Background: an optimization exercise with open tools, aiming at small area. Do not read the settings as production practice.
Only the layout flow was run in this run; the RTL was not checked for function there.

**config.mk**
```make
export PLATFORM = sky130hd
export DESIGN_NAME = regfile_mp
export DESIGN_NICKNAME = regfile_mp
export VERILOG_FILES = /design/flow/design.v
export SDC_FILE = /design/flow/constraint.sdc
export NUM_CORES = 8
export LEC_CHECK = 0
export CAP_MARGIN = 0
export CELL_PAD_IN_SITES_DETAIL_PLACEMENT = 2
export CELL_PAD_IN_SITES_GLOBAL_PLACEMENT = 4
export CORE_MARGIN = 2
export CORE_UTILIZATION = 50
export SLEW_MARGIN = 0
export SYNTH_HIERARCHICAL = 1
export SYNTH_MINIMUM_KEEP_SIZE = 0
```
**constraint.sdc**
```tcl
create_clock -name core_clock -period 12.0 [get_ports {clk}]
set_input_delay 2.4000 -clock core_clock [delete_from_list [all_inputs] [get_ports {clk}]]
set_output_delay 2.4000 -clock core_clock [all_outputs]
set_load 0.01 [all_outputs]
```
**design.v**
```verilog
module regfile_mp_oai22 (
  input  logic a1, a2, b1, b2,
  output logic y
);
  assign y = ~((a1 | a2) & (b1 | b2));
endmodule
module regfile_mp_nor2 (
  input  logic a, b,
  output logic y
);
  assign y = ~(a | b);
endmodule
module regfile_mp_nor4 (
  input  logic a, b, c, d,
  output logic y
);
  assign y = ~(a | b | c | d);
endmodule
module regfile_mp_nand4 (
  input  logic a, b, c, d,
  output logic y
);
  assign y = ~(a & b & c & d);
endmodule
module regfile_mp_rmux (
  input  logic [31:1] sel_n,
  input  logic [31:1] d,
  output logic        y_n
);
  logic [15:0] t;
  logic [3:0]  u;
  regfile_mp_nor2 u_t0 (.a(sel_n[1]), .b(d[1]), .y(t[0]));
  for (genvar k = 1; k < 16; k++) begin : g_t
    regfile_mp_oai22 u_t (.a1(sel_n[2*k]), .a2(d[2*k]), .b1(sel_n[2*k+1]), .b2(d[2*k+1]),
                          .y(t[k]));
  end
  for (genvar j = 0; j < 4; j++) begin : g_u
    regfile_mp_nor4 u_u (.a(t[4*j]), .b(t[4*j+1]), .c(t[4*j+2]), .d(t[4*j+3]), .y(u[j]));
  end
  regfile_mp_nand4 u_y (.a(u[0]), .b(u[1]), .c(u[2]), .d(u[3]), .y(y_n));
endmodule
module regfile_mp #(
  parameter int DATA_WIDTH = 32,
  parameter int ADDR_WIDTH = 5,
  parameter int NUM_READ   = 2,
  parameter int ZERO_REG   = 1,
  parameter int BYPASS     = 1
) (
  input  logic                           clk,
  input  logic                           reset,
  input  logic                           reg_write,
  input  logic [ADDR_WIDTH-1:0]          write_reg,
  input  logic [DATA_WIDTH-1:0]          write_data,
  input  logic [DATA_WIDTH/8-1:0]        write_mask,
  output logic                           write_accept,
  input  logic [NUM_READ*ADDR_WIDTH-1:0] read_reg,
  output logic [NUM_READ*DATA_WIDTH-1:0] read_data,
  input  logic                           clear_req,
  output logic                           clear_busy,
  output logic                           clear_done
);
  localparam int DEPTH = 32;
  localparam int NB    = 4;
  logic        r_busy;
  logic        r_done;
  logic [4:0]  r_idx;
  logic        r_phase;
  logic [31:1] r_valid;
  logic [31:0] r_mem [32];
  logic        w_accept;
  logic        w_wr_en;
  logic        w_clearing;
  logic [31:0] w_bmask;
  logic [31:0] w_wcol;
  always_comb begin
    for (int b = 0; b < NB; b++) w_bmask[8*b +: 8] = {8{write_mask[b]}};
  end
  assign w_clearing   = r_busy && !r_done;
  assign w_accept     = reg_write && !r_busy;
  assign w_wr_en      = w_accept && (write_reg != 5'd0);
  assign write_accept = w_accept;
  assign clear_busy   = r_busy;
  assign clear_done   = r_done;
  assign w_wcol       = (write_data & w_bmask) ^ {32{r_phase}};
  always_ff @(posedge clk or posedge reset) begin
    if (reset) begin
      r_busy  <= 1'b0;
      r_done  <= 1'b0;
      r_idx   <= '0;
      r_phase <= 1'b0;
    end else begin
      r_phase <= !r_phase;
      if (!r_busy) begin
        if (clear_req) r_busy <= 1'b1;
      end else if (!r_done) begin
        r_idx <= r_idx + 5'd1;
        if (r_idx == 5'd31) r_done <= 1'b1;
      end else begin
        r_busy <= 1'b0;
        r_done <= 1'b0;
      end
    end
  end
  assign r_mem[0] = '0;
  for (genvar r = 1; r < DEPTH; r++) begin : g_reg
    logic        w_row;
    logic [31:0] w_we;
    logic [31:0] w_we_n;
    logic [31:0] w_d;
    logic [31:0] r_q;
    assign w_row    = w_wr_en && (write_reg == 5'(r));
    assign r_mem[r] = r_q;
    always_ff @(posedge clk or posedge reset) begin
      if (reset)                                  r_valid[r] <= 1'b0;
      else if (w_clearing && (r_idx == 5'(r)))    r_valid[r] <= 1'b0;
      else if (w_row)                             r_valid[r] <= 1'b1;
    end
    for (genvar b = 0; b < NB; b++) begin : g_byte
      logic w_byte_we;
      assign w_byte_we        = w_row && (write_mask[b] || !r_valid[r]);
      assign w_we[8*b +: 8]   = {8{w_byte_we}};
      assign w_we_n[8*b +: 8] = {8{!w_byte_we}};
    end
    for (genvar i = 0; i < 32; i++) begin : g_bit
      regfile_mp_oai22 u_next (.a1(w_we[i]), .a2(r_q[i]), .b1(w_we_n[i]), .b2(w_wcol[i]),
                               .y(w_d[i]));
    end
    always_ff @(posedge clk) r_q <= w_d;
  end
  for (genvar p = 0; p < NUM_READ; p++) begin : g_port
    logic [4:0]  w_ridx;
    logic [31:1] w_sel_n;
    logic [31:0] w_qs_n;
    logic [31:0] w_rd;
    logic        w_vs_n;
    logic        w_gate;
    logic [3:0]  w_byp;
    assign w_ridx = read_reg[5*p +: 5];
    for (genvar r = 1; r < DEPTH; r++) begin : g_sel
      assign w_sel_n[r] = (w_ridx != 5'(r));
    end
    regfile_mp_rmux u_vmux (.sel_n(w_sel_n), .d(r_valid), .y_n(w_vs_n));
    for (genvar i = 0; i < 32; i++) begin : g_bit
      logic [31:1] w_col;
      for (genvar r = 1; r < DEPTH; r++) begin : g_col
        assign w_col[r] = r_mem[r][i];
      end
      regfile_mp_rmux u_mux (.sel_n(w_sel_n), .d(w_col), .y_n(w_qs_n[i]));
    end
    assign w_gate = !w_vs_n && (w_ridx != 5'd0) && !reset;
    for (genvar b = 0; b < NB; b++) begin : g_bbyp
      assign w_byp[b] = (BYPASS != 0) && w_wr_en && (write_reg == w_ridx) && write_mask[b] &&
                        !reset;
    end
    for (genvar i = 0; i < 32; i++) begin : g_out
      assign w_rd[i] = w_byp[i/8] ? write_data[i]
                                  : (w_gate && (w_qs_n[i] == r_phase));
    end
    assign read_data[32*p +: 32] = w_rd;
  end
endmodule
```
**run.sh**
```bash
#!/bin/bash
# synth_recipe.tcl (not shown) runs the flow's synth.tcl, then flattens the netlist and writes it again
# the make line also repeats each setting of config.mk as NAME=value (left out here)
make -C /OpenROAD-flow-scripts/flow DESIGN_CONFIG=/design/flow/config.mk WORK_HOME=/design/flow/orfs CLKGATE_MAP_FILE= SYNTH_SCRIPT=/design/flow/synth_recipe.tcl finish
```
==> flow_metrics.env <==
export IMPL_dieWidth_um=296
export IMPL_synth_edf_count=0
export IMPL_synth_async_sr_flop_share_pct=3.78
export IMPL_synth_top_area_share_pct=46.6
export IMPL_synth_ff_type="dfxtp_1"
export IMPL_yosysSeqAreaShare_pct=48.9
export IMPL_ys_types=53
export IMPL_synth_cells=4327
export IMPL_syn_cell_area_um2=42600
export IMPL_yosys_warnings=8
export IMPL_lastStage="3_1_place_gp_skip_io"
export IMPL_synthesis_nets=4388
export IMPL_avgSynthCellArea_um2=9.86
export IMPL_synth_seq_cells=1031
export IMPL_synth_top_area_cell="dfxtp_1"
export IMPL_yosys_top_cells_area="dfxtp_1, o22ai_1, nor4_2"
export IMPL_dieHeight_um=296
export IMPL_start_util_pct=50.2
export IMPL_status="did not finish"
export IMPL_error_line="[ERROR GPL-0301] Utilization 118.674 % exceeds 100%."
export IMPL_rows=107
-- Yosys stat by module, one instance, submodules excluded, a selection --
module | times used | cells | flip-flops and latches | cell area (um2)
regfile_mp | 1 | 1949 | 1031 | 26300
regfile_mp_nand4 | 66 | 1 | 0 | 6.26
regfile_mp_nor2 | 66 | 1 | 0 | 3.75
regfile_mp_nor4 | 264 | 1 | 0 | 12.5
regfile_mp_oai22 | 1982 | 1 | 0 | 6.26
-- cell usage after synthesis (2+ instances only) --
cell       count
o21ai_1       47
nor3_2         2
nor4_2       265
xor2_1        66
clkbuf_1      53
mux2_4        32
nor2_1       184
a2bb2oi_1     11
nand4_4        3
buf_1          4
a21oi_1      139
inv_1         42
a32oi_1        3
nand2_1      145
nand3b_1       2
nor3_4         4
and2_1         3
nand2b_1       7
ha_1           6
buf_4          4
o22ai_1     1982
buf_2         14
dfxtp_1      992
and3b_1        3
nor2b_1        8
nor3b_1        8
o21ai_0       81
mux2_1        32
xnor2_2        2
nor3_1         7
dfrtp_1       39
nand4_1       67
a211o_1        2
nand3_1        7
and3_1         5
or2_1          2
xnor2_1       38
-- cells by family after synthesis --
logic type / count (synthesis) / synth area share [%]
AOI/OAI and AO/OA: 2269 / 32.6
xor gates and xnor gates: 107 / 2.28
adders and majority gates: 6 / 0.176
buffers and inverters: 118 / 1.11
DFF: 1031 / 48.9
muxes: 64 / 1.97
and+or+nand+nor: 732 / 13.0
